This is an optimization exercise on Yosys and OpenROAD, whose aim is small area, a short achievable clock period and few clock cycles, not a production implementation. Only simulation tests tie the RTL to the original design; equivalence was not proved. Power and IR drop assume default switching activity.

<file path="design/flow/constraint.sdc">
create_clock -name core_clock -period 7.0 [get_ports {clk}]
set_input_delay 1.4000 -clock core_clock [delete_from_list [all_inputs] [get_ports {clk}]]
set_output_delay 1.4000 -clock core_clock [all_outputs]
set_load 0.01 [all_outputs]
</file>
<file path="design/flow/run.sh">
#!/bin/bash
# synth_recipe.tcl (not shown) runs the flow's synth.tcl, then flattens the netlist and writes it again
# the make line also repeats each setting of config.mk as NAME=value (left out here)
make -C /OpenROAD-flow-scripts/flow DESIGN_CONFIG=/design/flow/config.mk WORK_HOME=/design/flow/orfs CLKGATE_MAP_FILE= SYNTH_SCRIPT=/design/flow/synth_recipe.tcl finish
</file>
<file path="design/flow/config.mk">
export PLATFORM = sky130hd
export DESIGN_NAME = data_mem_responder
export DESIGN_NICKNAME = data_mem_responder
export VERILOG_FILES = /design/flow/design.v
export SDC_FILE = /design/flow/constraint.sdc
export NUM_CORES = 4
export LEC_CHECK = 0
export CAP_MARGIN = 40
export CORE_MARGIN = 2
export CORE_UTILIZATION = 40
export SLEW_MARGIN = 40
export SYNTH_MEMORY_MAX_BITS = 8192
</file>
<file path="design/flow/design.v">
module data_mem_responder #(
  parameter int ADDR_W  = 8,
  parameter int LATENCY = 3
) (
  input  logic        clk,
  input  logic        rst,
  input  logic        enable,
  input  logic        wr,
  input  logic [15:0] addr,
  input  logic [15:0] data_in,
  output logic [15:0] data_out,
  output logic        done,
  output logic        stall,
  output logic        err
);
  typedef enum logic {IDLE, BUSY} state_t;
  localparam int         DEPTH    = 2 ** ADDR_W;
  localparam logic [3:0] CNT_INIT = (LATENCY >= 2) ? 4'(LATENCY - 2) : 4'd0;
  state_t              state_q;
  logic [3:0]          cnt_q;
  logic                wr_q;
  logic [ADDR_W-1:0]   idx_q;
  logic [15:0]         wdata_q;
  logic [15:0]         data_out_q;
  logic                done_q;
  logic                err_q;
  logic [15:0]         mem_q [DEPTH];
  logic                accept;
  logic                acc_en;
  logic                acc_wr;
  logic [ADDR_W-1:0]   acc_idx;
  logic [15:0]         acc_data;
  logic unused_addr_bits;
  assign unused_addr_bits = ^addr[15:ADDR_W+1];
  always_comb begin
    accept   = (state_q == IDLE) && enable;
    acc_en   = 1'b0;
    acc_wr   = wr_q;
    acc_idx  = idx_q;
    acc_data = wdata_q;
    if (accept && !addr[0] && (LATENCY == 1)) begin
      acc_en   = 1'b1;
      acc_wr   = wr;
      acc_idx  = addr[ADDR_W:1];
      acc_data = data_in;
    end else if ((state_q == BUSY) && (cnt_q == 4'd0)) begin
      acc_en = 1'b1;
    end
  end
  always_ff @(posedge clk or negedge rst) begin
    if (!rst) begin
      state_q    <= IDLE;
      cnt_q      <= '0;
      wr_q       <= 1'b0;
      idx_q      <= '0;
      wdata_q    <= '0;
      data_out_q <= '0;
      done_q     <= 1'b0;
      err_q      <= 1'b0;
      for (int i = 0; i < DEPTH; i++) mem_q[i] <= '0;
    end else begin
      done_q <= 1'b0;
      err_q  <= 1'b0;
      if (accept) begin
        wr_q    <= wr;
        idx_q   <= addr[ADDR_W:1];
        wdata_q <= data_in;
        if (addr[0]) begin
          err_q <= 1'b1;
        end else if (LATENCY > 1) begin
          state_q <= BUSY;
          cnt_q   <= CNT_INIT;
        end
      end
      if (state_q == BUSY) begin
        if (cnt_q == 4'd0) state_q <= IDLE;
        else               cnt_q   <= cnt_q - 4'd1;
      end
      if (acc_en) begin
        done_q <= 1'b1;
        if (acc_wr) mem_q[acc_idx] <= acc_data;
        else        data_out_q     <= mem_q[acc_idx];
      end
    end
  end
  assign data_out = data_out_q;
  assign done     = done_q;
  assign err      = err_q;
  assign stall    = (state_q == BUSY);
endmodule
</file>
==> flow_summary.json <==
{
  "endpoint_kind": "flip-flop",
  "p_leak_nw": 101,
  "startpoint_type": "flip-flop",
  "via_per_inst": 6.73,
  "grt_pass1_vias": 125565,
  "firstDrtPassIters": 9,
  "hpwl_um": 543000,
  "total_power_mw": 64.7,
  "setup_tns_ns": 0,
  "wire_per_inst_um": 40.9,
  "cts_tree": "yes",
  "postSynthAreaPerCell_sq_um": 13.4,
  "path_clk_slew_ns": 0.06,
  "cts_resized": 0,
  "required_ns": 7.94,
  "worst_pin_slew_ns": 1.07,
  "skew_ns": 0.0971,
  "status": "complete, no violations",
  "die_y_um": 679,
  "port_buffers": 47,
  "ctsHoldBuffers": 0,
  "post_cts_buffers": 0,
  "hold_viol_final": 0,
  "core_area_sq_um": 455000,
  "grt_max_degree": 157,
  "drc": 0,
  "ant_nets": 0,
  "synth-edff-count": 0,
  "drt_iter0_drc": 19003,
  "antenna_found_initial": 92,
  "slew_headroom": 0.286,
  "critPathMaxFanout": 25,
  "grt_pass1_wl_um": 1100000,
  "vias": 133791,
  "grt_usage": 0.344,
  "ir_worst_vdd_mv": 0.315,
  "dp_slack_ns": 1.63,
  "clk_latency_ns": 1.07,
  "ys_ff_latch": 4144,
  "cts_buffers": 436,
  "final_util": 0.459,
  "syn_nets": 13622,
  "yosys_most_used_dff": "dfrtp_1",
  "rsz0062_at_grt": "no",
  "setup_ws_ns": 1.21,
  "routed_wl_um": 813000,
  "maxCapViolCount": 0,
  "start_util": 0.401,
  "fp.dieW_um": 679,
  "synth_cell_types": 82,
  "clk_path_buf_depth": 4,
  "overflow": 0,
  "synthCells": 13585,
  "cts-root-buf": "clkbuf_16",
  "fin_crit_ns": 5.79,
  "maxSlewViolCount": 0,
  "htreeDepth": 5,
  "timing.final.crit_share": 0.827,
  "fin_area_sq_um": 209000,
  "setup_viol": 0,
  "timing.fmax_ghz": 0.173,
  "synth_area_sq_um": 182000,
  "synth.yosys.seq_area_share": 0.568,
  "placed_cells": 18972,
  "final_cell_count_no_fill": 19870,
  "power_density_nw_per_um2": 310,
  "timing.hold.ws_ns": 0.270,
  "placed_area_sq_um": 193000,
  "cts_sinks": 4144,
  "worst-setup-path-type": "flip-flop to flip-flop",
  "dieArea_sq_um": 462000,
  "io_pins": 55,
  "syn2layout_area_growth_pct": 14.5,
  "drive_above_1_share": 0.426,
  "fin_nets": 13472,
  "worstPathArrival_ns": 6.73,
  "async_flop_share": 1.00,
  "place_congestion": 1.07,
  "num_rows": 248,
  "yosysWarnings": 2,
  "hp-class": "input port to async pin"
}
[critical path, stage by stage (launching register included)]
cell       delay, ns
dfrtp_2         0.64
buf_4           0.47
nand4bb_4       0.61
buf_4           0.42
nor2_1          0.11
a2111oi_0       0.54
and4_1          0.58
nand4_1         0.17
or4_2           1.01
nor3_4          0.32
buf_4           0.35
mux2_2          0.38
[cell type report]
| type | count | area [sq um] |
|---|---|---|
| diodes | 68 | 170 |
| clock inverters | 130 | 1760 |
| repair buffers | 749 | 7430 |
| clock buffers | 675 | 13000 |
| multi-input cells | 8091 | 75200 |
| well taps | 6000 | 7510 |
| flip-flops and latches | 4144 | 104000 |
| fillers | 40493 | 246000 |
| inverters | 13 | 48.8 |
[worst paths after layout]
check	from	to	slack [ns]	cells after the start
max	idx_q[3]	mem_q[0][3]	1.21	11
min	rst	mem_q[108][0]	0.27	1
max reg2reg	idx_q[3]	mem_q[0][3]	1.21	11
min reg2reg	cnt_q[0]	cnt_q[0]	0.49	1
max in group asynchronous	rst	mem_q[148][13]	4.70	4
min in group core_clock	cnt_q[0]	cnt_q[0]	0.49	1
[state kept, by name, summed over array words and instances (netlist names)]
signal      count
wdata_q        16
idx_q           8
data_out_q     16
state_q         1
err_q           1
cnt_q           4
done_q          1
wr_q            1
mem_q        4096
[cell usage after synthesis, types with 29 or more instances]
cell | n | share of area
a2111oi_0 | 51 | 0.0024
a21oi_1 | 208 | 0.0057
a221oi_1 | 104 | 0.0050
a222oi_1 | 101 | 0.0055
a22o_1 | 233 | 0.011
a22oi_1 | 1188 | 0.049
a32oi_1 | 191 | 0.0092
and3_1 | 128 | 0.0044
buf_1 | 94 | 0.0019
buf_2 | 185 | 0.0051
buf_4 | 34 | 0.0014
clkbuf_1 | 1007 | 0.021
dfrtp_1 | 4144 | 0.57
mux2_2 | 4109 | 0.25
nand2_1 | 394 | 0.0081
nand3_1 | 191 | 0.0052
nand4_1 | 141 | 0.0048
nor2_1 | 198 | 0.0041
nor3_1 | 56 | 0.0015
nor4_1 | 133 | 0.0046
o211ai_1 | 29 | 0.0012
o21ai_0 | 52 | 0.0014
o22ai_1 | 278 | 0.0095
or4_1 | 30 | 0.0012
[per-layer routing]
metal	global-route usage	share of wire	routed length [um]
met2	0.467	0.40	324000
met4	0.231	0.084	68200
met3	0.145	0.13	108000
met1	0.442	0.38	312000
met5	0.0169	0.0010	847
[report_power, final]
part           switching (mW)  internal [mW]  total [mW]  leakage, nW
logic                    11.2           2.80        14.0         36.4
clock network            10.4           13.8        24.2         7.24
registers                1.54           24.9        26.4         57.8
total                    23.2           41.5        64.7          101
[logic make-up (layout without fill, tap and decap cells)]
kind of cell | Yosys count | in the layout | share of synthesized area
fa+ha+maj | 1 | 1 | 0.0000686
mux | 4130 | 4130 | 0.255
compound gates | 2553 | 2553 | 0.105
other cells | 0 | 68 | 0
simple gates | 1402 | 1402 | 0.0403
buf+inv | 1350 | 1567 | 0.0305
xor+xnor | 5 | 5 | 0.000240
flops | 4144 | 4144 | 0.568
[layout by cell type, fill, tap and decap left out, drive strengths merged, types with 81 or more instances in the layout]
master  count
o22ai     278
nor2      198
buf       699
mux2     4119
a32oi     191
nor4      134
nand3     191
a22oi    1188
dfrtp    4144
a21oi     208
nand4     142
and3      128
a221oi    104
a222oi    101
clkbuf    679
clkinv     81
a22o      233
nand2     394
Testbench counts, summed over its fixed seeds: cycles 9,608.

-- port drivers added, routing unchanged --
The flow's constraints put no driver on any port. The routed layout listed below was extracted and timed again, unchanged, in two steps.
Step 1, drivers: a clkbuf_16 drives clk and a buf_2 each remaining input, both assumed.
Step 2 also shifts input and output timing later by t, the mid clock arrival at the registers, as if the neighbouring blocks saw the same clock.
Three values: ideal, step 1, step 2; two values: the first two.
shift t [ns]: 1.151
setup slack, ns: 1.210 / 1.210 / 1.210
worst register clock-pin slew, ns: 0.07 / 0.07
After both steps setup and hold are still met in this run. For this run, drivers alone change the setup slack by 0.000 ns; drivers and shift together by 0.000 ns.
